Source: an optimization exercise on an open RTL-to-GDS flow (aim: a short achievable clock period and few clock cycles). Production flows keep margins and buffers that such runs may drop.
Function was checked by simulation only, so behaviour that the tests miss may differ from the original.
Power and IR drop assume default switching activity.

`design/flow/design.v`:
```
`default_nettype none
package sm83_pkg;
    typedef logic [7:0]  byte_t;
    typedef logic [15:0] addr_t;
    typedef logic [2:0]  step_t;     
    typedef enum logic [3:0] {
        NONE = 4'd0,
        Z    = 4'd1,
        W    = 4'd2,
        B    = 4'd3,
        C    = 4'd4,
        D    = 4'd5,
        E    = 4'd6,
        H    = 4'd7,
        L    = 4'd8,
        PCH  = 4'd9,
        PCL  = 4'd10,
        A    = 4'd11,
        MEM  = 4'd15
    } reg8_t;
    typedef enum logic [1:0] {
        WZ,
        HL,
        PC
    } reg16_t;
    typedef struct packed {
        logic z;
        logic n;
        logic h;
        logic c;
    } flags_t;
    typedef enum logic [1:0] {
        COND_NZ,
        COND_Z,
        COND_NC,
        COND_C
    } cond_t;
    typedef enum logic [2:0] {
        ALU_ADD,
        ALU_ADC,
        ALU_SUB,
        ALU_SBC,
        ALU_AND,
        ALU_XOR,
        ALU_OR,
        ALU_CP
    } alu_op_t;
    typedef enum logic {ACC_A, ACC_DB} acc_sel_t;
    typedef enum logic {ARG_DB, ARG_ONE} arg_sel_t;
    typedef enum logic {WB_DB, WB_ALU} wb_sel_t;
    typedef struct packed {
        reg16_t   s_ab;          
        reg8_t    s_db;          
        reg8_t    t_db;          
        wb_sel_t  wb_sel;
        acc_sel_t acc_sel;
        arg_sel_t arg_sel;
        alu_op_t  alu_op;
        logic     wr_pc;         
        logic     load_pc_wz;    
    } ctrl_t;
    localparam addr_t HRAM_BASE  = 16'hff80;
    localparam int    HRAM_DEPTH = 128;
    localparam byte_t OP_NOP = 8'b0000_0000;
endpackage
`default_nettype wire
`default_nettype none
module sm83_alu (
    input  sm83_pkg::alu_op_t op,
    input  sm83_pkg::byte_t   acc,
    input  sm83_pkg::byte_t   arg,
    input  logic              c_in,
    output sm83_pkg::byte_t   res,
    output sm83_pkg::flags_t  f_out
);
    sm83_pkg::byte_t added;    
    sm83_pkg::byte_t sum;
    logic  carry;
    logic  half;
    logic  c_out;
    logic  sub;
    assign sub = (op == sm83_pkg::ALU_SUB) || (op == sm83_pkg::ALU_SBC) || (op == sm83_pkg::ALU_CP);
    always_comb begin
        added = sub ? ~arg : arg;
        case (op)
            sm83_pkg::ALU_ADC, sm83_pkg::ALU_SBC: carry = c_in;
            sm83_pkg::ALU_SUB, sm83_pkg::ALU_CP:  carry = 1'b1;     
            default:          carry = 1'b0;
        endcase
    end
    assign {half, sum[3:0]}  = {1'b0, acc[3:0]} + {1'b0, added[3:0]} + {4'd0, carry};
    assign {c_out, sum[7:4]} = {1'b0, acc[7:4]} + {1'b0, added[7:4]} + {4'd0, half};
    always_comb begin
        case (op)
            sm83_pkg::ALU_AND: res = acc & arg;
            sm83_pkg::ALU_XOR: res = acc ^ arg;
            sm83_pkg::ALU_OR:  res = acc | arg;
            default: res = sum;      
        endcase
        f_out.z = (res == 8'h00);
        if (op == sm83_pkg::ALU_AND || op == sm83_pkg::ALU_XOR || op == sm83_pkg::ALU_OR) begin
            f_out.n = 1'b0;
            f_out.h = 1'b0;
            f_out.c = 1'b0;
        end else begin
            f_out.n = sub;
            f_out.h = half;
            f_out.c = c_out;     
        end
    end
endmodule
`default_nettype wire
`default_nettype none
module sm83_sequencer (
    input  logic             clk,
    input  logic             rst,
    input  logic             ce,
    input  sm83_pkg::byte_t  d_in,
    input  logic             done,
    input  logic             is_cond,
    input  sm83_pkg::cond_t  cond,
    input  sm83_pkg::step_t  next_step,
    input  sm83_pkg::flags_t flags,
    output sm83_pkg::byte_t  ir,
    output sm83_pkg::step_t  step
);
    logic taken;     
    always_comb begin
        case (cond)
            sm83_pkg::COND_NZ: taken = !flags.z;
            sm83_pkg::COND_Z:  taken = flags.z;
            sm83_pkg::COND_NC: taken = !flags.c;
            default: taken = flags.c;
        endcase
    end
    always_ff @(posedge clk) begin
        if (!rst) begin
            ir   <= sm83_pkg::OP_NOP;      
            step <= '0;
        end else if (ce) begin
            if (done) begin
                ir   <= d_in;
                step <= '0;
            end else if (is_cond && !taken) begin
                step <= next_step;   
            end else begin
                step <= step + 3'd1;
            end
        end
    end
endmodule
`default_nettype wire
`default_nettype none
module sm83_decoder (
    input  sm83_pkg::byte_t ir,
    input  sm83_pkg::step_t step,
    output logic            done,
    output logic            is_cond,
    output sm83_pkg::cond_t cond,
    output sm83_pkg::step_t next_step,
    output sm83_pkg::ctrl_t ctrl
);
    sm83_pkg::reg8_t r_dst;    
    sm83_pkg::reg8_t r_src;    
    logic  fetch;    
    function automatic sm83_pkg::reg8_t r8_decode(input logic [2:0] field);
        case (field)
            3'd0: r8_decode = sm83_pkg::B;
            3'd1: r8_decode = sm83_pkg::C;
            3'd2: r8_decode = sm83_pkg::D;
            3'd3: r8_decode = sm83_pkg::E;
            3'd4: r8_decode = sm83_pkg::H;
            3'd5: r8_decode = sm83_pkg::L;
            3'd7: r8_decode = sm83_pkg::A;
            default: r8_decode = sm83_pkg::NONE;    
        endcase
    endfunction
    assign r_dst = r8_decode(ir[5:3]);
    assign r_src = r8_decode(ir[2:0]);
    assign cond  = sm83_pkg::cond_t'(ir[4:3]);
    always_comb begin
        fetch           = 1'b0;
        is_cond         = 1'b0;
        next_step       = '0;
        ctrl.s_ab       = sm83_pkg::PC;
        ctrl.s_db       = sm83_pkg::NONE;
        ctrl.t_db       = sm83_pkg::NONE;
        ctrl.wb_sel     = sm83_pkg::WB_DB;
        ctrl.acc_sel    = sm83_pkg::ACC_A;
        ctrl.arg_sel    = sm83_pkg::ARG_DB;
        ctrl.alu_op     = sm83_pkg::alu_op_t'(ir[5:3]);
        ctrl.wr_pc      = 1'b0;
        ctrl.load_pc_wz = 1'b0;
        casez ({ir, step})
            {8'b0000_0000, 3'd0}: fetch = 1'b1;
            {8'b00??_?110, 3'd0}, {8'b11??_?110, 3'd0}, {8'b1100_0011, 3'd0},
            {8'b110?_?010, 3'd0}, {8'b1111_1010, 3'd0}, {8'b1110_1010, 3'd0}: begin
                ctrl.wr_pc = 1'b1;
                ctrl.s_db  = sm83_pkg::MEM;
                ctrl.t_db  = sm83_pkg::Z;
            end
            {8'b1100_0011, 3'd1}, {8'b1111_1010, 3'd1}, {8'b1110_1010, 3'd1}: begin
                ctrl.wr_pc = 1'b1;
                ctrl.s_db  = sm83_pkg::MEM;
                ctrl.t_db  = sm83_pkg::W;
            end
            {8'b00??_?110, 3'd1}: begin
                fetch     = 1'b1;
                ctrl.s_db = sm83_pkg::Z;
                ctrl.t_db = r_dst;
            end
            {8'b11??_?110, 3'd1}: begin
                fetch       = 1'b1;
                ctrl.s_db   = sm83_pkg::Z;
                ctrl.t_db   = sm83_pkg::A;
                ctrl.wb_sel = sm83_pkg::WB_ALU;
            end
            {8'b00??_?10?, 3'd0}: begin   
                fetch        = 1'b1;
                ctrl.s_db    = r_dst;
                ctrl.t_db    = r_dst;
                ctrl.wb_sel  = sm83_pkg::WB_ALU;
                ctrl.acc_sel = sm83_pkg::ACC_DB;
                ctrl.arg_sel = sm83_pkg::ARG_ONE;
                ctrl.alu_op  = ir[0] ? sm83_pkg::ALU_SUB : sm83_pkg::ALU_ADD;
            end
            {8'b01??_????, 3'd0}: begin
                fetch     = 1'b1;
                ctrl.s_db = r_src;
                ctrl.t_db = r_dst;
            end
            {8'b10??_????, 3'd0}: begin
                fetch       = 1'b1;
                ctrl.s_db   = r_src;
                ctrl.t_db   = sm83_pkg::A;
                ctrl.wb_sel = sm83_pkg::WB_ALU;
            end
            {8'b110?_?010, 3'd1}: begin   
                ctrl.wr_pc = 1'b1;
                ctrl.s_db  = sm83_pkg::MEM;
                ctrl.t_db  = sm83_pkg::W;
                is_cond    = 1'b1;
                next_step  = 3'd3;
            end
            {8'b1100_0011, 3'd2}, {8'b110?_?010, 3'd2}: ctrl.load_pc_wz = 1'b1;
            {8'b1111_1010, 3'd2}: begin    
                ctrl.s_ab = sm83_pkg::WZ;
                ctrl.s_db = sm83_pkg::MEM;
                ctrl.t_db = sm83_pkg::A;
            end
            {8'b1110_1010, 3'd2}: begin    
                ctrl.s_ab = sm83_pkg::WZ;
                ctrl.s_db = sm83_pkg::A;
                ctrl.t_db = sm83_pkg::MEM;
            end
            {8'b1100_0011, 3'd3}, {8'b110?_?010, 3'd3},
            {8'b1111_1010, 3'd3}, {8'b1110_1010, 3'd3}: fetch = 1'b1;
            default: fetch = 1'b1;       
        endcase
        done = fetch;
        if (fetch) begin
            ctrl.wr_pc = 1'b1;
        end
    end
endmodule
`default_nettype wire
`default_nettype none
module sm83_datapath (
    input  logic              clk,
    input  logic              rst,
    input  logic              ce,
    input  sm83_pkg::ctrl_t   ctrl,
    input  sm83_pkg::alu_op_t alu_op,
    input  sm83_pkg::byte_t   rd_data,
    output sm83_pkg::addr_t   addr,
    output sm83_pkg::byte_t   wr_data,
    output logic              write,
    output sm83_pkg::flags_t  flags
);
    sm83_pkg::byte_t  rf [sm83_pkg::Z:sm83_pkg::A];    
    sm83_pkg::addr_t  ab;
    sm83_pkg::addr_t  pc_inc;
    sm83_pkg::byte_t  db;
    sm83_pkg::byte_t  acc;
    sm83_pkg::byte_t  arg;
    sm83_pkg::byte_t  alu_res;
    sm83_pkg::byte_t  r_wb;
    sm83_pkg::flags_t alu_flags;
    logic   rf_we;
    always_comb begin
        case (ctrl.s_ab)
            sm83_pkg::WZ:      ab = {rf[sm83_pkg::W], rf[sm83_pkg::Z]};
            default: ab = {rf[sm83_pkg::PCH], rf[sm83_pkg::PCL]};
        endcase
        case (ctrl.s_db)
            sm83_pkg::NONE:    db = 8'h00;
            sm83_pkg::MEM:     db = rd_data;
            default: db = rf[ctrl.s_db];
        endcase
    end
    assign addr    = rst ? ab : 16'h0000;   
    assign write   = rst && (ctrl.t_db == sm83_pkg::MEM);
    assign wr_data = db;
    assign pc_inc  = ab + 16'd1;
    assign acc = (ctrl.acc_sel == sm83_pkg::ACC_DB) ? db : rf[sm83_pkg::A];
    assign arg = (ctrl.arg_sel == sm83_pkg::ARG_ONE) ? 8'd1 : db;
    sm83_alu alu (
        .op   (alu_op),
        .acc  (acc),
        .arg  (arg),
        .c_in (flags.c),
        .res  (alu_res),
        .f_out(alu_flags)
    );
    assign r_wb  = (ctrl.wb_sel == sm83_pkg::WB_ALU) ? alu_res : db;
    assign rf_we = (ctrl.t_db != sm83_pkg::NONE) && (ctrl.t_db != sm83_pkg::MEM)
                   && !(ctrl.wb_sel == sm83_pkg::WB_ALU && ctrl.alu_op == sm83_pkg::ALU_CP);
    always_ff @(posedge clk) begin
        if (!rst) begin
            for (int i = sm83_pkg::Z; i <= sm83_pkg::A; i++) begin
                rf[i] <= 8'h00;
            end
            flags <= '0;
        end else if (ce) begin
            if (rf_we) begin
                rf[ctrl.t_db] <= r_wb;
            end
            if (ctrl.wr_pc) begin
                {rf[sm83_pkg::PCH], rf[sm83_pkg::PCL]} <= pc_inc;
            end else if (ctrl.load_pc_wz) begin
                {rf[sm83_pkg::PCH], rf[sm83_pkg::PCL]} <= {rf[sm83_pkg::W], rf[sm83_pkg::Z]};   
            end
            if (ctrl.wb_sel == sm83_pkg::WB_ALU) begin
                flags <= alu_flags;      
            end
        end
    end
endmodule
`default_nettype wire
`default_nettype none
module sm83_mem_map (
    input  logic            clk,
    input  logic            ce,
    input  sm83_pkg::addr_t addr,
    input  logic            write,
    input  sm83_pkg::byte_t wr_data,
    input  sm83_pkg::byte_t d_in_ext,
    output sm83_pkg::byte_t rd_data
);
    sm83_pkg::byte_t                           hram [sm83_pkg::HRAM_DEPTH];
    logic                            in_hram;
    logic [$clog2(sm83_pkg::HRAM_DEPTH)-1:0]   hram_idx;
    assign in_hram  = (addr >= sm83_pkg::HRAM_BASE);
    assign hram_idx = addr[$clog2(sm83_pkg::HRAM_DEPTH)-1:0];
    assign rd_data = in_hram ? hram[hram_idx] : d_in_ext;
    always_ff @(posedge clk) begin
        if (ce && write && in_hram) begin
            hram[hram_idx] <= wr_data;
        end
    end
endmodule
`default_nettype wire
`default_nettype none
module sm83_core (
    input  logic            clk,
    input  logic            rst,
    input  logic            ce,
    output sm83_pkg::addr_t addr,
    input  sm83_pkg::byte_t d_in_ext,
    output sm83_pkg::byte_t d_out,
    output logic            write
);
    sm83_pkg::byte_t  ir;
    sm83_pkg::byte_t  rd_data;     
    sm83_pkg::step_t  step;
    sm83_pkg::step_t  next_step;
    logic   done;
    logic   is_cond;
    sm83_pkg::cond_t  cond;
    sm83_pkg::flags_t flags;
    sm83_pkg::ctrl_t  ctrl_bus;
    sm83_sequencer seq (
        .clk      (clk),
        .rst      (rst),
        .ce       (ce),
        .d_in     (rd_data),
        .done     (done),
        .is_cond  (is_cond),
        .cond     (cond),
        .next_step(next_step),
        .flags    (flags),
        .ir       (ir),
        .step     (step)
    );
    sm83_decoder dec (
        .ir       (ir),
        .step     (step),
        .done     (done),
        .is_cond  (is_cond),
        .cond     (cond),
        .next_step(next_step),
        .ctrl     (ctrl_bus)
    );
    sm83_datapath dp (
        .clk    (clk),
        .rst    (rst),
        .ce     (ce),
        .ctrl   (ctrl_bus),
        .alu_op (ctrl_bus.alu_op),
        .rd_data(rd_data),
        .addr   (addr),
        .wr_data(d_out),
        .write  (write),
        .flags  (flags)
    );
    sm83_mem_map mem_map (
        .clk     (clk),
        .ce      (ce),
        .addr    (addr),
        .write   (write),
        .wr_data (d_out),
        .d_in_ext(d_in_ext),
        .rd_data (rd_data)
    );
endmodule
`default_nettype wire
```
`design/flow/config.mk`:
```
export PLATFORM = sky130hd
export DESIGN_NAME = sm83_core
export DESIGN_NICKNAME = sm83_core
export VERILOG_FILES = /design/flow/design.v
export SDC_FILE = /design/flow/constraint.sdc
export NUM_CORES = 4
export LEC_CHECK = 0
export CAP_MARGIN = 20
export CORE_MARGIN = 2
export CORE_UTILIZATION = 30
export PLACE_DENSITY = 0.5
export SETUP_SLACK_MARGIN = 1.0
export SLEW_MARGIN = 20
```
`design/flow/run.sh`:
```
#!/bin/bash
# synth_recipe.tcl (not shown) runs the flow's synth.tcl, then flattens the netlist and writes it again
# the make line also repeats each setting of config.mk as NAME=value (left out here)
make -C /OpenROAD-flow-scripts/flow DESIGN_CONFIG=/design/flow/config.mk WORK_HOME=/design/flow/orfs CLKGATE_MAP_FILE= SYNTH_SCRIPT=/design/flow/synth_recipe.tcl finish
```
`design/flow/constraint.sdc`:
```
create_clock -name core_clock -period 10.0 [get_ports {clk}]
set_input_delay 2.0000 -clock core_clock [delete_from_list [all_inputs] [get_ports {clk}]]
set_output_delay 2.0000 -clock core_clock [all_outputs]
set_load 0.01 [all_outputs]
```
==> results.txt <==
-- report_power, final --
| part | total (W) | switching, W | internal, W | leakage [nW] |
|---|---|---|---|---|
| clock network | 0.00488 | 0.00215 | 0.00273 | 2.05 |
| registers | 0.00593 | 0.0000457 | 0.00588 | 10.7 |
| logic | 0.00191 | 0.00150 | 0.000412 | 7.28 |
| total | 0.0127 | 0.00369 | 0.00903 | 20.0 |
-- cells in the mapped netlist (all sizes together), types with 42 or more instances --
| cell | count | area share |
|---|---|---|
| nand2 | 328 | 0.024 |
| clkbuf | 151 | 0.011 |
| a21oi | 145 | 0.014 |
| a222oi | 55 | 0.011 |
| nor2 | 368 | 0.027 |
| mux2 | 42 | 0.0091 |
| o22ai | 131 | 0.016 |
| a211oi | 68 | 0.0098 |
| nand3 | 90 | 0.0087 |
| mux2i | 148 | 0.028 |
| nor3 | 88 | 0.0087 |
| inv | 59 | 0.0043 |
| o21ai | 125 | 0.012 |
| edfxtp | 1151 | 0.66 |
| a31oi | 54 | 0.0065 |
| a22oi | 68 | 0.0098 |
| buf | 143 | 0.015 |
| and3 | 52 | 0.0063 |
-- logic make-up (layout without fill, tap and decap cells) --
family,after synthesis,in the layout,share of synthesized area
fa+ha+maj,40,40,0.01020
flops,1164,1164,0.6693
xor+xnor,28,28,0.004713
mux,190,190,0.03756
other cells,1,39,0.00007207
simple gates,1149,1149,0.1056
compound gates,1017,1017,0.1420
buf+inv,354,614,0.03061
-- final timing paths --
check             slack, ns      endpoint
setup / recovery       0.92      d_out[7]
hold / removal         0.50   dp.flags[0]
setup reg to reg       1.45  dp.rf[10][7]
hold reg to reg        0.50   dp.flags[0]
-- state kept, by name, indices dropped and copies added (netlist names) --
register / flops
dp.rf: 127
seq.ir: 8
mem_map.hram: 1024
seq.step: 3
dp.flags: 2
-- area by class of cell --
class,count,share of cell area
diodes,8,0.0003281
clock buffers,165,0.05687
clock inverters,71,0.01313
inverters,60,0.003999
multi-input cells,2455,0.2646
flip-flops and latches,1164,0.5708
well taps,2310,0.04737
repair buffers,318,0.04294
-- repair_timing --
action                     4_1_cts  5_1_grt
gates resized for setup          7       21
setup endpoints to repair       56       66
pin swaps                        3        2
buffers inserted                11        6
-- routing by layer --
metal  up-vias  track usage
met5         -            0
met4        18       0.1395
met3       735      0.09331
met2      3057       0.4014
met1     20634       0.3546
li1      15982            -
-- worst register-to-register path, delay by kind of cell, from the launching register on --
| family | cells | cell delay, ns |
|---|---|---|
| AOI/OAI and AO/OA | 11 | 2.40 |
| and+or+nand+nor | 6 | 1.70 |
| adders and majority gates | 4 | 1.56 |
| buffers and inverters | 5 | 1.13 |
| DFF | 1 | 0.68 |
| muxes | 2 | 0.67 |
| xor gates and xnor gates | 2 | 0.26 |
-- per-stage QoR --
| stage | area (µm²) | std cells |
|---|---|---|
| after detailed placement | 56460 | 6290 |
| after global routing | 60990 | 6543 |
| after global placement | 56410 | 6287 |
| after floorplan | 52160 | 3973 |
| after CTS | 60850 | 6537 |
| final | 61010 | 6551 |
==> impl_metrics.env <==
export IMPL_dieArea_um2=176800
export IMPL_p_leak_nw=20.02
export IMPL_rr_worst_depth=30
export IMPL_highest_layer="met5"
export IMPL_yosysUniqueCellTypes=102
export IMPL_crit_fanout=37
export IMPL_crit_start="rst"
export IMPL_pwr_density_cell_nw_per_um2=208.5
export IMPL_synth_async_reset_ratio=0
export IMPL_critPathCaptureType="primary output"
export IMPL_drv_slew=0
export IMPL_grt_max_degree=132
export IMPL_holdWs_ns=0.4981
export IMPL_root_buffer="clkbuf_16"
export IMPL_crit_chain="buf_4 > buf_4 > nor4bb_4 > o31ai_2 > buf_4 > nand2_2 > buf_4 > buf_4 > a22o_1 > a211oi_1 > a21oi_1 > o41ai_1 > o32a_2 > o22ai_4 > clkdlybuf4s50_1"
export IMPL_required_ns=8.00
export IMPL_met3WireLength_um=31620
export IMPL_worstMarginPinSlew_ns=1.251
export IMPL_grt_pass1_vias=37645
export IMPL_wl_met1_um=94020
export IMPL_wl_per_cell_um=37.51
export IMPL_synth_edf_count=1151
export IMPL_clk_pin_slew_ns=0.06
export IMPL_ios=36
export IMPL_cts_sinks=1164
export IMPL_hpwl_um=162700
export IMPL_grt_pass1_wl_um=329800
export IMPL_routed_wl_um=245700
export IMPL_yosysWarnings=5
export IMPL_gp_congestion=1.038
export IMPL_hold_path_cell_count=2
export IMPL_cp_top_family="compound AO/OA/AOI/OAI gates"
export IMPL_layout_commonest_cell="edfxtp_1"
export IMPL_hold_viol=0
export IMPL_period_share=0.9076
export IMPL_wl_met2_um=104400
export IMPL_worstPathArrival_ns=7.08
export IMPL_cts_max_level=4
export IMPL_io_buffers=35
export IMPL_track_usage=0.2727
export IMPL_clockBufferDepth=3
export IMPL_worstSetupStartpointType="input pin"
export IMPL_min_period_ns=9.076
export IMPL_fin_skew_ns=0.07685
export IMPL_ant_nets=0
export IMPL_antenna_found_initial=22
export IMPL_start_util=0.3026
export IMPL_cp_num_buf_inv=6
export IMPL_drcViolationCount=0
export IMPL_hold_class="reg -> reg"
export IMPL_cts_buffers=133
export IMPL_design_core_area_um2=171900
export IMPL_syn_area_um2=52030
export IMPL_final_cell_mix="edfxtp_1, nor2_1, nand2_1"
export IMPL_yosys_register_bits=1164
export IMPL_status="timing/DRC/antenna clean"
export IMPL_critPathKind="in -> out"
export IMPL_clk_latency_ns=0.82
export IMPL_synthFlopType="edfxtp_1"
export IMPL_worstReg2RegStart="seq.ir[3]"
export IMPL_die_y_um=420.5
export IMPL_syn_inst=3943
export IMPL_irDropWorstVdd_v=0.0003101
export IMPL_vias=40426
export IMPL_setup_tns_ns=0
export IMPL_rows=152
export IMPL_utilization=0.3549
export IMPL_place_ws_ns=0.05460
export IMPL_cts_tree="done"
export IMPL_overflow=0
export IMPL_postCtsHoldBufs=0
export IMPL_dr_pass1_iters=8
export IMPL_worstHoldStart="dp.flags[0]"
export IMPL_avgSynthCellArea_um2=13.20
export IMPL_drtIter0Drc=6402
export IMPL_setup_ws_ns=0.9240
export IMPL_drive_gt1_frac=0.1479
export IMPL_rsz0062_at_grt="no"
export IMPL_synth_seq_area_share=0.6693
export IMPL_multi_input_comb_area_um2=16140
export IMPL_worstSetupPathDepth=15
export IMPL_slowest_stage="a211oi_1"
export IMPL_viasPerCell=6.171
export IMPL_setup_viol=0
export IMPL_layout_nets=4183
export IMPL_total_power_w=0.01272
export IMPL_max_freq_mhz=110.2
export IMPL_path_common_cell="buf_4"
export IMPL_regArea_um2=34820
export IMPL_num_fill_cells=16788
export IMPL_maxCapViolations=0
export IMPL_syn_to_final_growth_pct=17.25
export IMPL_slowest_delay_ns=0.60
export IMPL_fp_dieW_um=420.5
export IMPL_slew_headroom=0.1632
Testbench counts, summed over its fixed seeds: cycles 83,478.

static timing again, ports no longer ideal:
How much do the figures lean on ideal ports? The routed layout below was timed once more, with nothing changed but the port constraints. Step 1 (the two cells are an assumption about what drives the block):
set clk [get_ports {clk}]
set_driving_cell -lib_cell sky130_fd_sc_hd__clkbuf_16 $clk
set_driving_cell -lib_cell sky130_fd_sc_hd__buf_2 [delete_from_list [all_inputs] $clk]
Step 2 also shifts input and output timing later by t, the mid clock arrival at the registers, as if the neighbouring blocks saw the same clock. Slacks: ideal ports / drivers / drivers and shift; pairs: ideal ports / drivers.
t, ns: 0.859
setup slack, ns: 0.924 / 0.823 / 0.491
slew at the worst register clock pin (ns): 0.07 / 0.07
After both steps this run still meets setup and hold. The setup slack of this run moves by -0.101 ns with the drivers and by -0.433 ns with both steps.
